Context: an optimization exercise on an open-source flow, tuned for small area and a short achievable clock period. The choices shown serve that exercise and are no tape-out recipe. At most, simulation tests tie the RTL to the original design; equivalence was not proved. Power figures rest on the tool's default switching activity, not on a simulated workload.

Design batch_dispatcher, start of the top module:
module batch_dispatcher #(
   parameter int MAX_DEPENDENCIES = 256,
   parameter int MAX_BATCH_SIZE   = 8,
   parameter int SLOT_W           = 3,
   parameter int WATCHDOG_CYCLES  = 1024
) (
   input  logic                        clk,
   input  logic                        rst,
   input  logic                        s_axis_tvalid,
   output logic                        s_axis_tready,
   input  logic [63:0]                 s_axis_tdata_owner_programID,
   input  logic [MAX_DEPENDENCIES-1:0] s_axis_tdata_read_dependencies,
   input  logic [MAX_DEPENDENCIES-1:0] s_axis_tdata_write_dependencies,
   input  logic                        batch_end,
   output logic                        d_valid,
   input  logic                        d_ready,
   output logic [63:0]                 d_programID,
   output logic [SLOT_W-1:0]           d_slot,
   input  logic                        done_valid,
   input  logic [SLOT_W-1:0]           done_slot,
   output logic [MAX_DEPENDENCIES-1:0] batch_read_mask,
   output logic [MAX_DEPENDENCIES-1:0] batch_write_mask,
   output logic                        batch_retired,
   output logic                        completion_error,
   output logic                        watchdog_timeout,
   output logic [15:0]                 batches_retired,
   output logic [15:0]                 txns_dispatched
);
  ...
Size: roughly 3,100 cells after synthesis, ~1,200 flip-flops, roughly 1,200 I/O pins, ~42,000 um^2 of cells after synthesis.
Settings: LEC_CHECK=0, CAP_MARGIN=20, CORE_AREA=10 10 470 470, CTS_BUF_LIST=sky130_fd_sc_hd__clkbuf_8 sky130_fd_sc_hd__clkbuf_16, CTS_CLUSTER_DIAMETER=80, CTS_CLUSTER_SIZE=25, DIE_AREA=0 0 480 480, SETUP_SLACK_MARGIN=1.6, SLEW_MARGIN=20; clock period 3.6 ns.
standard.sh (not shown) runs the stock make flow with config.mk's settings and CLKGATE_MAP_FILE= SYNTH_SCRIPT=/design/flow/synth_recipe.tcl, a recipe that flattens the netlist after the stock synthesis.
==> flow/flow/run.sh <==
#!/bin/bash
set -euo pipefail
bash standard.sh "BUFFER_PORTS_ARGS=-buffer_cell sky130_fd_sc_hd__buf_1" \
  "POST_GLOBAL_PLACE_TCL=$PWD/flow/outbuf.tcl" \
  "PRE_IO_PLACEMENT_TCL=$PWD/flow/pins.tcl" finish > standard.log 2>&1
==> flow/flow/outbuf.tcl <==
# Output port buffers: buf_2 in place of the buf_1 that buffer_ports inserted.
set n 0
foreach inst [get_cells output*] {
  if {[get_property $inst ref_name] eq "sky130_fd_sc_hd__buf_1"} {
    replace_cell $inst sky130_fd_sc_hd__buf_2
    incr n
  }
}
puts "outbuf.tcl: resized $n output port buffers to buf_2"
==> flow/flow/pins.tcl <==
# Keep each input bit's pin next to the output pin of the same bit.
for {set i 0} {$i < 256} {incr i} {
  set_io_pin_constraint -group -order -pin_names [list "s_axis_tdata_read_dependencies\[$i\]" "batch_read_mask\[$i\]"]
  set_io_pin_constraint -group -order -pin_names [list "s_axis_tdata_write_dependencies\[$i\]" "batch_write_mask\[$i\]"]
}
for {set i 0} {$i < 64} {incr i} {
  set_io_pin_constraint -group -order -pin_names [list "s_axis_tdata_owner_programID\[$i\]" "d_programID\[$i\]"]
}
# Keep the control and status pins together, so the control logic and its
# output registers sit next to them.
set ctl [list s_axis_tvalid s_axis_tready batch_end d_valid d_ready done_valid \
  batch_retired completion_error watchdog_timeout]
for {set i 0} {$i < 3} {incr i} { lappend ctl "d_slot\[$i\]" "done_slot\[$i\]" }
for {set i 0} {$i < 16} {incr i} { lappend ctl "batches_retired\[$i\]" "txns_dispatched\[$i\]" }
set_io_pin_constraint -region bottom:200-260 -pin_names $ctl
The baseline ran to the end with no violations.
Change:
--- a/flow/flow/outbuf.tcl
+++ b/flow/flow/outbuf.tcl
@@ -9 +9,13 @@
 puts "outbuf.tcl: resized $n output port buffers to buf_2"
+# Control input port buffers (high fanout): buf_4 in place of buf_1.
+set m 0
+foreach p {s_axis_tvalid batch_end d_ready done_valid done_slot\[0\] done_slot\[1\] done_slot\[2\]} {
+  foreach pin [get_pins -of_objects [get_nets $p]] {
+    set inst [get_cells -of_objects $pin]
+    if {[get_property $inst ref_name] eq "sky130_fd_sc_hd__buf_1"} {
+      replace_cell $inst sky130_fd_sc_hd__buf_4
+      incr m
+    }
+  }
+}
+puts "outbuf.tcl: resized $m control input port buffers to buf_4"
SETUP_SLACK_MARGIN = 1.55   (was 1.6)
The changed run produced a clean layout.
Power shrinks by a few percent.
Count of clock-buffer cells in the layout grows by 4.
Non-clock buffer count came out lower by 112.
Global-route usage drops by 0.35 points.
Synthesized cell count does not change.
Area after synthesis stays the same.
Setup slack gains 0.030 ns.
Via count went down by a few percent.
Design area came out lower by a few percent.
Wire length is lower by a few percent.


## the baseline
batch_dispatcher, a different RTL version from the one above (not shown whole).
Size: roughly 3100 cells after synthesis.
Settings: LEC_CHECK=0, CAP_MARGIN=20, CORE_AREA=10 10 470 470, CTS_BUF_LIST=sky130_fd_sc_hd__clkbuf_8 sky130_fd_sc_hd__clkbuf_16, CTS_CLUSTER_DIAMETER=80, CTS_CLUSTER_SIZE=25, DIE_AREA=0 0 480 480, SETUP_SLACK_MARGIN=1.45, SLEW_MARGIN=20; clock period 3.6 ns.
==> flow/flow/run.sh <==
#!/bin/bash
set -euo pipefail
bash standard.sh "BUFFER_PORTS_ARGS=-buffer_cell sky130_fd_sc_hd__buf_1" \
  "PRE_IO_PLACEMENT_TCL=$PWD/flow/pins.tcl" finish > standard.log 2>&1
==> flow/flow/pins.tcl <==
# Keep each input bit's pin next to the output pin of the same bit.
for {set i 0} {$i < 256} {incr i} {
  set_io_pin_constraint -group -order -pin_names [list "s_axis_tdata_read_dependencies\[$i\]" "batch_read_mask\[$i\]"]
  set_io_pin_constraint -group -order -pin_names [list "s_axis_tdata_write_dependencies\[$i\]" "batch_write_mask\[$i\]"]
}
for {set i 0} {$i < 64} {incr i} {
  set_io_pin_constraint -group -order -pin_names [list "s_axis_tdata_owner_programID\[$i\]" "d_programID\[$i\]"]
}
The baseline finished every step from synthesis to the final layout, and the layout passed the timing, DRC and antenna checks.
> inputs changed (the baseline -> the candidate)
-- flow/config.mk --
<<< the baseline, line 14
export SETUP_SLACK_MARGIN = 1.45
>>> the candidate, line 14
export SETUP_SLACK_MARGIN = 1.6
## What came out
Going from the baseline to the candidate, fmax higher, power higher.
The higher fraction of area in registers of the baseline and the candidate is in the baseline.
Function was not checked in any run of this note: the RTL went through the layout flow alone.


the previous run:
batch_dispatcher, a different RTL version from the one above (not shown whole).
Size in the first run: about 3100 cells after synthesis, about 42000 um2 of cells after synthesis.
==> flow/config.mk <==
export PLATFORM = sky130hd
export DESIGN_NAME = batch_dispatcher
export DESIGN_NICKNAME = batch_dispatcher
export VERILOG_FILES = /design/flow/design.v
export SDC_FILE = /design/flow/constraint.sdc
export NUM_CORES = 4
export LEC_CHECK = 0
export CAP_MARGIN = 20
export CORE_AREA = 10 10 470 470
export DIE_AREA = 0 0 480 480
export SETUP_SLACK_MARGIN = 1.3
export SLEW_MARGIN = 20
==> flow/constraint.sdc <==
create_clock -name core_clock -period 3.6 [get_ports {clk}]
set_input_delay 0.7200 -clock core_clock [delete_from_list [all_inputs] [get_ports {clk}]]
set_output_delay 0.7200 -clock core_clock [all_outputs]
set_load 0.01 [all_outputs]
==> flow/flow/run.sh <==
#!/bin/bash
set -euo pipefail
bash standard.sh "BUFFER_PORTS_ARGS=-buffer_cell sky130_fd_sc_hd__buf_1" finish > standard.log 2>&1
Every stage of the flow completed for the previous run, and the final layout passed the timing, DRC and antenna checks.
Relative to the previous run, the following input files were edited for the current run:
Settings: CTS_BUF_LIST: unset -> sky130_fd_sc_hd__clkbuf_8 sky130_fd_sc_hd__clkbuf_16; CTS_CLUSTER_SIZE: unset -> 25; CTS_CLUSTER_DIAMETER: unset -> 80.
--- outcome ---
- The critical path capture point comes out dpid[6] in one run and batch_write_mask[162] in the other, namely in the previous run and the current run respectively.
- Taking the previous run over the current run, the total clock buffers created by CTS ratio works out to 1.8.
- Count of cell instances traversed by the critical path: the current run vs the previous run down 5
- In the tables for the previous run and the current run, area of combinational cells with multiple inputs reads higher with the current run.

## port drivers added, routing unchanged
In the flow no input, the clock included, has a driving cell. The finished layouts below were timed again as built, in two steps.
Step 1 (the two cells are an assumption about what drives the block):
set clk [get_ports {clk}]
set_driving_cell -lib_cell sky130_fd_sc_hd__clkbuf_16 $clk
set_driving_cell -lib_cell sky130_fd_sc_hd__buf_2 [delete_from_list [all_inputs] $clk]
Step 2 adds t to the input delays and takes it off the output delays; t is the mean of the earliest and latest rising clock arrival at the registers after step 1. Input paths then give back, and output paths get back, about the clock's delay inside the block.
Three values: ideal, step 1, step 2; two values: the first two.
run | t, ns | slack for setup (ns) | latest minus earliest clock arrival (ns) | worst data-port slew with drivers (ns)
the first run of note 1 | 0.789 | 1.501 / 1.419 / 0.897 | 0.091 / 0.091 | 0.13
the second run of note 1 | 0.774 | 1.531 / 1.449 / 1.093 | 0.067 / 0.066 | 0.14
the baseline | 0.767 | 1.494 / 1.458 / 0.816 | 0.050 / 0.050 | 0.29
the candidate | 0.781 | 1.546 / 1.462 / 0.975 | 0.071 / 0.072 | 0.14
the previous run | 0.836 | 1.295 / 1.295 / 0.696 | 0.053 / 0.053 | 0.40
the current run | 0.759 | 1.359 / 1.297 / 0.685 | 0.042 / 0.042 | 0.44
After both steps every run listed still meets setup and hold. For the baseline, which loses most, drivers alone change the setup slack by -0.036 ns; drivers and shift together by -0.678 ns. The worst setup slack also covers recovery checks on asynchronous resets.
